Source: an optimization exercise on an open RTL-to-GDS flow (aim: small area, a short achievable clock period and few clock cycles). Production flows keep margins and buffers that such runs may drop.
Where RTL was checked, it was by simulation tests only, not by an equivalence proof against the original.

== build 37 ==
Design aesKeyExpansionApb, start of the top module:
module aesKeyExpansionApb (
    input  logic                 clk,
    input  logic                 reset,
    input  logic                 psel,
    input  logic                 penable,
    input  logic                 pwrite,
    input  logic [aesKeyPkg::addrWidth-1:0] paddr,
    input  logic [aesKeyPkg::wordWidth-1:0] pwdata,
    output logic [aesKeyPkg::wordWidth-1:0] prdata,
    output logic                 pready,
    output logic                 pslverr
);
clock: 8.0 ns
lec_check: 0
cap_margin: 20
core_margin: 2
core_utilization: 40
cts_buf_list: sky130_fd_sc_hd__clkbuf_8
cts_cluster_diameter: 60
cts_cluster_size: 16
slew_margin: 20
standard.sh (not shown) runs the stock make flow with config.mk's settings and CLKGATE_MAP_FILE= SYNTH_SCRIPT=/design/flow/synth_recipe.tcl, a recipe that flattens the netlist after the stock synthesis.
==> flow/flow/run.sh <==
#!/bin/bash
set -euo pipefail
MARGIN=$(cat flow/margin.txt)
bash standard.sh SETUP_SLACK_MARGIN=$MARGIN finish > flow_make.log 2>&1
==> flow/flow/margin.txt <==
5.4
No stage failed in build 37, and the final checks on the layout all came back clean.
Testbench counts of build 37, summed over its fixed seeds: cycles 18,048.
#### Input delta (build 13 over build 37)
Settings: setting ABC_AREA to 1 for the first time; setting SETUP_SLACK_MARGIN to 5.0 for the first time.
==> flow/run.sh (new file) <==
#!/bin/bash
# synth_recipe.tcl (not shown) runs the flow's synth.tcl, then flattens the netlist and writes it again
# the make line also repeats each setting of config.mk as NAME=value (left out here)
make -C /OpenROAD-flow-scripts/flow DESIGN_CONFIG=/design/flow/config.mk WORK_HOME=/design/flow/orfs CLKGATE_MAP_FILE= SYNTH_SCRIPT=/design/flow/synth_recipe.tcl finish
removed: flow/flow/run.sh
removed: flow/flow/margin.txt
removed: flow/standard.sh
## What came out
Build 37 ended up with fewer cell instances than build 13 did.
Relative to build 37, number of cells on the worst hold path has decreased by 2 in build 13.
As far as number of top-level design ports goes, build 13 and build 37 are indistinguishable; the numbers are identical.
Worst-path cell with the longest stage delay = sky130_fd_sc_hd__a211oi_2: build 37; worst-path cell with the longest stage delay = sky130_fd_sc_hd__clkdlybuf4s50_1: build 13
Comparing build 37 and build 13, the higher count of unique library cells instantiated by Yosys is on build 37.
Input changes introduced in build 25 (baseline for comparison: build 13):
Settings: clearing ABC_AREA, which used to be 1.
Findings:
Relative to build 13, the fill cell total of the finished layout of build 25 is higher by 24. Summary of build 25 over build 13: violation count after the first detailed-route iteration went down by 35%, cell depth of the worst flop-to-flop path went down by 5, insertion delay to the later sink of the worst-skew pair went up by 0.03 ns, pre-CTS setup slack went up by 0.82 ns. Between build 13 and build 25, count of inserted antenna diode cells is higher for build 13, build 25 comes in under that. Looking at horizontal extent of the die across build 13 and build 25, the one that comes out higher is build 25. Going from build 13 to build 25, the complex-gate fraction of the synthesized area was found to have gone down by 1.7 points. Routing usage on met1: build 25 lower than build 13. Build 13 reports its library cell contributing the largest single delay on the critical path as sky130_fd_sc_hd__clkdlybuf4s50_1 while build 25 reports sky130_fd_sc_hd__xnor3_2. Of build 13 and build 25, the run reporting the lower slack of the critical path was build 13.


== run 1 ==
Another version of the RTL of aesKeyExpansionApb (not shown whole).
Size in the first run: about 1,600 cells after synthesis, ~310 flip-flops, roughly 83 I/O pins, about 0.019 mm² of cells after synthesis.
// aesKeyExpansionApb
module aesKeyExpansionApb (
    input  logic                 clk,
    input  logic                 reset,
    input  logic                 psel,
    input  logic                 penable,
    input  logic                 pwrite,
    input  logic [aesKeyPkg::addrWidth-1:0] paddr,
    input  logic [aesKeyPkg::wordWidth-1:0] pwdata,
    output logic [aesKeyPkg::wordWidth-1:0] prdata,
    output logic                 pready,
    output logic                 pslverr
);
    logic       setup;
    logic       isKey;
    logic       isCtrl;
    logic       isStatus;
    logic       isRk;
    logic       rkValid;
    logic       rkRead;
    logic       errIn;
    logic [3:0] tgtIn;
    assign setup = psel & ~penable;
    assign isKey = (paddr[11:4] == 8'h00) & (paddr[1:0] == 2'b00);
    assign isCtrl = (paddr == aesKeyPkg::ctrlAddr);
    assign isStatus = (paddr == aesKeyPkg::statusAddr);
    assign isRk = (paddr[11:8] != 4'h0);
    assign tgtIn = paddr[7:4];
    assign rkValid = (paddr[11:8] == 4'h1) & (tgtIn <= 4'd10);
    assign rkRead = ~pwrite & rkValid;
    assign errIn = ~(isKey | isCtrl | isStatus | isRk) | (~pwrite & isRk & ~rkValid);
    aesKeyPkg::roundKeyT keyReg;      
    aesKeyPkg::roundKeyT rk;          
    aesKeyPkg::roundKeyT nextRk;
    logic [3:0]  cur;                 
    logic [3:0]  nbr;                 
    logic        down;                
    logic [3:0]  tgt;                 
    logic        done;
    logic [2:0]  tcnt;                
    logic [31:0] tword;
    logic        readyReg;
    logic        errReg;
    logic [1:0]  wsel;
    logic        selKey;
    logic        selRk;
    logic        selStat;
    logic       tval;
    logic       waiting;
    logic       wantDown;
    logic       start;
  ...
clock: 8.0 ns
lec_check: 0
cap_margin: 20
core_margin: 2
core_utilization: 40
setup_slack_margin: 5.0
slew_margin: 20
run.sh (not shown) runs the stock make flow with config.mk's settings and CLKGATE_MAP_FILE= SYNTH_SCRIPT=/design/flow/synth_recipe.tcl, a recipe that flattens the netlist after the stock synthesis.
Stock flow here: none of the scripts above is used.
Per the final summary, run 1 finished and its layout is clean on timing, DRC and antenna.
Testbench counts of run 1, summed over its fixed seeds: cycles 18,048.
Inputs modified between run 1 and run 2:
- setting ABC_CLOCK_PERIOD_IN_PS to 2500 for the first time
==> run summary <==
Delta (run 2 minus run 1): clock-buffer cell count neither gained nor lost much; final cell count without fillers level; vias after detailed routing held; buffer levels on the longest clock path now sits at about the same level; count of filler cells inserted in the layout comparable.
Flip-flop and latch count: run 2 vs run 1 identical
Re post-synthesis area per instance: no difference whatsoever between run 2 and run 1.
Input changes introduced in run 3 (baseline for comparison: run 2):
- a deleted SETUP_SLACK_MARGIN that had been 5.0
- a deleted ABC_CLOCK_PERIOD_IN_PS that had been 2500
==> comparison <==
Summary of run 3 over run 2: net count after synthesis neither gained nor lost much, setup slack of the critical path after layout decreased by 1.38 ns relative to the old numbers. Half-perimeter wire length of the detailed placement result went down by a few percent going from run 2 to run 3. Between run 3 and run 2, the mux share of post-synthesis cell area does not differ in any meaningful way. Max utilization across run 3 and run 2: run 2. Compared to run 2, run 3 has length of routed wiring on met1 about 24% lower. Run 3 against run 2: maximum fanout along the worst path went down by 9.


aesKeyExpansionApb, a different RTL version from the one above (not shown whole).
Size in the first run: about 1700 cells after synthesis, about 83 I/O pins, ~20000 um^2 of cells after synthesis.
clock: 8.0 ns
lec_check: 0
cap_margin: 20
core_margin: 2
core_utilization: 40
cts_buf_list: sky130_fd_sc_hd__clkbuf_8
cts_cluster_diameter: 60
cts_cluster_size: 16
slew_margin: 20
standard.sh (not shown) runs the stock make flow with config.mk's settings and CLKGATE_MAP_FILE= SYNTH_SCRIPT=/design/flow/synth_recipe.tcl, a recipe that flattens the netlist after the stock synthesis.
==> flow/flow/run.sh <==
#!/bin/bash
set -euo pipefail
MARGIN=$(cat flow/margin.txt)
bash standard.sh SETUP_SLACK_MARGIN=$MARGIN finish > flow_make.log 2>&1
==> flow/flow/margin.txt <==
5.6
The baseline finished clean.
Edit:
==> flow/run.sh (new file) <==
#!/bin/bash
# synth_recipe.tcl (not shown) runs the flow's synth.tcl, then flattens the netlist and writes it again
# the make line also repeats each setting of config.mk as NAME=value (left out here)
make -C /OpenROAD-flow-scripts/flow DESIGN_CONFIG=/design/flow/config.mk WORK_HOME=/design/flow/orfs CLKGATE_MAP_FILE= SYNTH_SCRIPT=/design/flow/synth_recipe.tcl finish
CORE_UTILIZATION = 55   (was 40)
PLACE_DENSITY = 0.68   (was default)
SETUP_SLACK_MARGIN = 5.0   (was default)
removed: flow/flow/run.sh
removed: flow/flow/margin.txt
removed: flow/standard.sh
Sequential cell count stays the same.
Worst hold slack gets worse by 0.012 ns.
Via count falls by about 4%.
Sequential share of layout area rose by 3.5 points.
Routed wire length shrinks by 11%.
Die area went down by 27%.
Clock skew stays flat.
Design area came out lower by about 8%.
Worst setup slack loses 0.11 ns.
No functional check of the RTL was part of any run of this note.


rev 12:
Another version of the RTL of aesKeyExpansionApb (not shown whole).
Size in the first run: ~1700 cells after synthesis, roughly 340 flip-flops, roughly 83 I/O pins, roughly 18000 um^2 of cells after synthesis.
Settings: LEC_CHECK=0, CAP_MARGIN=20, CORE_MARGIN=2, CORE_UTILIZATION=40, SETUP_SLACK_MARGIN=5.0, SLEW_MARGIN=20; clock period 8.0 ns.
run.sh (not shown) runs the stock make flow with config.mk's settings and CLKGATE_MAP_FILE= SYNTH_SCRIPT=/design/flow/synth_recipe.tcl, a recipe that flattens the netlist after the stock synthesis.
Stock flow here: none of the scripts above is used.
#### Input delta (rev 13 over rev 12)
- SETUP_SLACK_MARGIN changed from 5.0 to 4.5
[summary]
Global-route wire length before repair sits lower in rev 13 than in rev 12. Rev 12 -> rev 13: flip-flop and latch count delta 0, exact match. Between rev 12 and rev 13, the fmax figures differ only marginally.
No run of this note included a check of the RTL's function; only the layout flow was run.


v16:
aesKeyExpansionApb, a different RTL version from the one above (not shown whole).
Size: roughly 1700 cells after synthesis, roughly 340 flip-flops, about 83 I/O pins, roughly 19000 um^2 of cells after synthesis.
Settings: LEC_CHECK=0, CAP_MARGIN=20, CORE_MARGIN=2, CORE_UTILIZATION=40, SETUP_SLACK_MARGIN=4.5, SLEW_MARGIN=20; clock period 8.0 ns.
v16 completed; timing, DRC and antenna clean
diff inputs: v16 => v58
diff --git a/flow/config.mk b/flow/config.mk
--- a/flow/config.mk
+++ b/flow/config.mk
@@ -9,4 +9,4 @@
 export CORE_MARGIN = 2
-export CORE_UTILIZATION = 40
-export SETUP_SLACK_MARGIN = 4.5
+export CORE_UTILIZATION = 65
+export PLACE_DENSITY = 0.75
 export SLEW_MARGIN = 20
- v58 against v16: number of multi-input logic gates lower; area share of buffers outside the clock network now smaller; largest net degree at the start of global routing went up about 80%; number of gates on the worst path with buffers counted has increased.
- The capturing element of the worst setup path comes out rk[64] in one run and prdata[1] in the other, namely in v58 and v16 respectively.
- v58 vs v16: number of standard cells in the final layout excluding fillers down by more than 10%
For v8, these inputs were changed with respect to v58:
diff --git a/flow/config.mk b/flow/config.mk
--- a/flow/config.mk
+++ b/flow/config.mk
@@ -9,4 +9,4 @@
 export CORE_MARGIN = 2
-export CORE_UTILIZATION = 65
-export PLACE_DENSITY = 0.75
+export CORE_UTILIZATION = 40
+export SETUP_SLACK_MARGIN = 3.5
 export SLEW_MARGIN = 20
Results
- No run among v8 and v58 stopped early or left any final violation; all are clean.
- The worst hold slack in v8 was lower than what v58 gave.
- On v8: fmax is about 6% higher than what v58 gave.
- Number of signal-net buffers in the layout came out higher on v8 than on v58.
No run of this note included a check of the RTL's function; only the layout flow was run.

## re-timing with driven ports
In the flow no input, the clock included, has a driving cell. The finished layouts below were timed again as built, in two steps. Step 1 (the two cells are an assumption about what drives the block):
set clk [get_ports {clk}]
set_driving_cell -lib_cell sky130_fd_sc_hd__clkbuf_16 $clk
set_driving_cell -lib_cell sky130_fd_sc_hd__buf_2 [delete_from_list [all_inputs] $clk]
Step 2 times the ports against the registers' clock, not the clock port: input delays grow and output delays shrink by t, the midpoint of the rising clock arrivals with the driver on. Slacks: ideal ports / drivers / drivers and shift; pairs: ideal ports / drivers.
| run | t (ns) | slack for setup (ns) | worst setup path after step 2 | worst register clock-pin slew, ns | worst data-port slew with drivers (ns) |
|---|---|---|---|---|---|
| build 37 | 0.710 | 5.172 / 5.172 / 4.477 | input to register | 0.11 / 0.11 | 0.07 |
| build 13 | 0.660 | 5.053 / 5.006 / 4.409 | input to register | 0.11 / 0.11 | 0.05 |
| build 25 | 0.695 | 5.059 / 5.017 / 4.392 | input to register | 0.11 / 0.11 | 0.04 |
| run 1 | 0.608 | 2.896 / 2.896 / 2.896 | register to register | 0.06 / 0.06 | 0.05 |
| run 2 | 0.608 | 2.896 / 2.896 / 2.896 | register to register | 0.06 / 0.06 | 0.05 |
| run 3 | 0.612 | 1.518 / 1.518 / 1.518 | register to register | 0.07 / 0.07 | 0.05 |
| the first run of note 3 | 0.665 | 4.979 / 4.979 / 4.384 | input to register | 0.11 / 0.11 | 0.06 |
| the second run of note 3 | 0.686 | 4.873 / 4.873 / 4.387 | input to register | 0.11 / 0.11 | 0.04 |
| rev 12 | 0.609 | 4.416 / 4.362 / 4.432 | input to register | 0.07 / 0.07 | 0.05 |
| rev 13 | 0.601 | 4.407 / 4.349 / 4.031 | input to register | 0.06 / 0.06 | 0.06 |
| v16 | 0.620 | 4.363 / 4.306 / 4.064 | input to register | 0.06 / 0.06 | 0.08 |
| v58 | 0.575 | 3.248 / 3.280 / 2.705 | input to register | 0.06 / 0.06 | 0.04 |
| v8 | 0.599 | 3.524 / 3.558 / 2.960 | input to register | 0.06 / 0.06 | 0.08 |
After both steps every run listed still meets setup and hold. For build 37, which loses most, drivers alone change the setup slack by 0.000 ns; drivers and shift together by -0.695 ns.
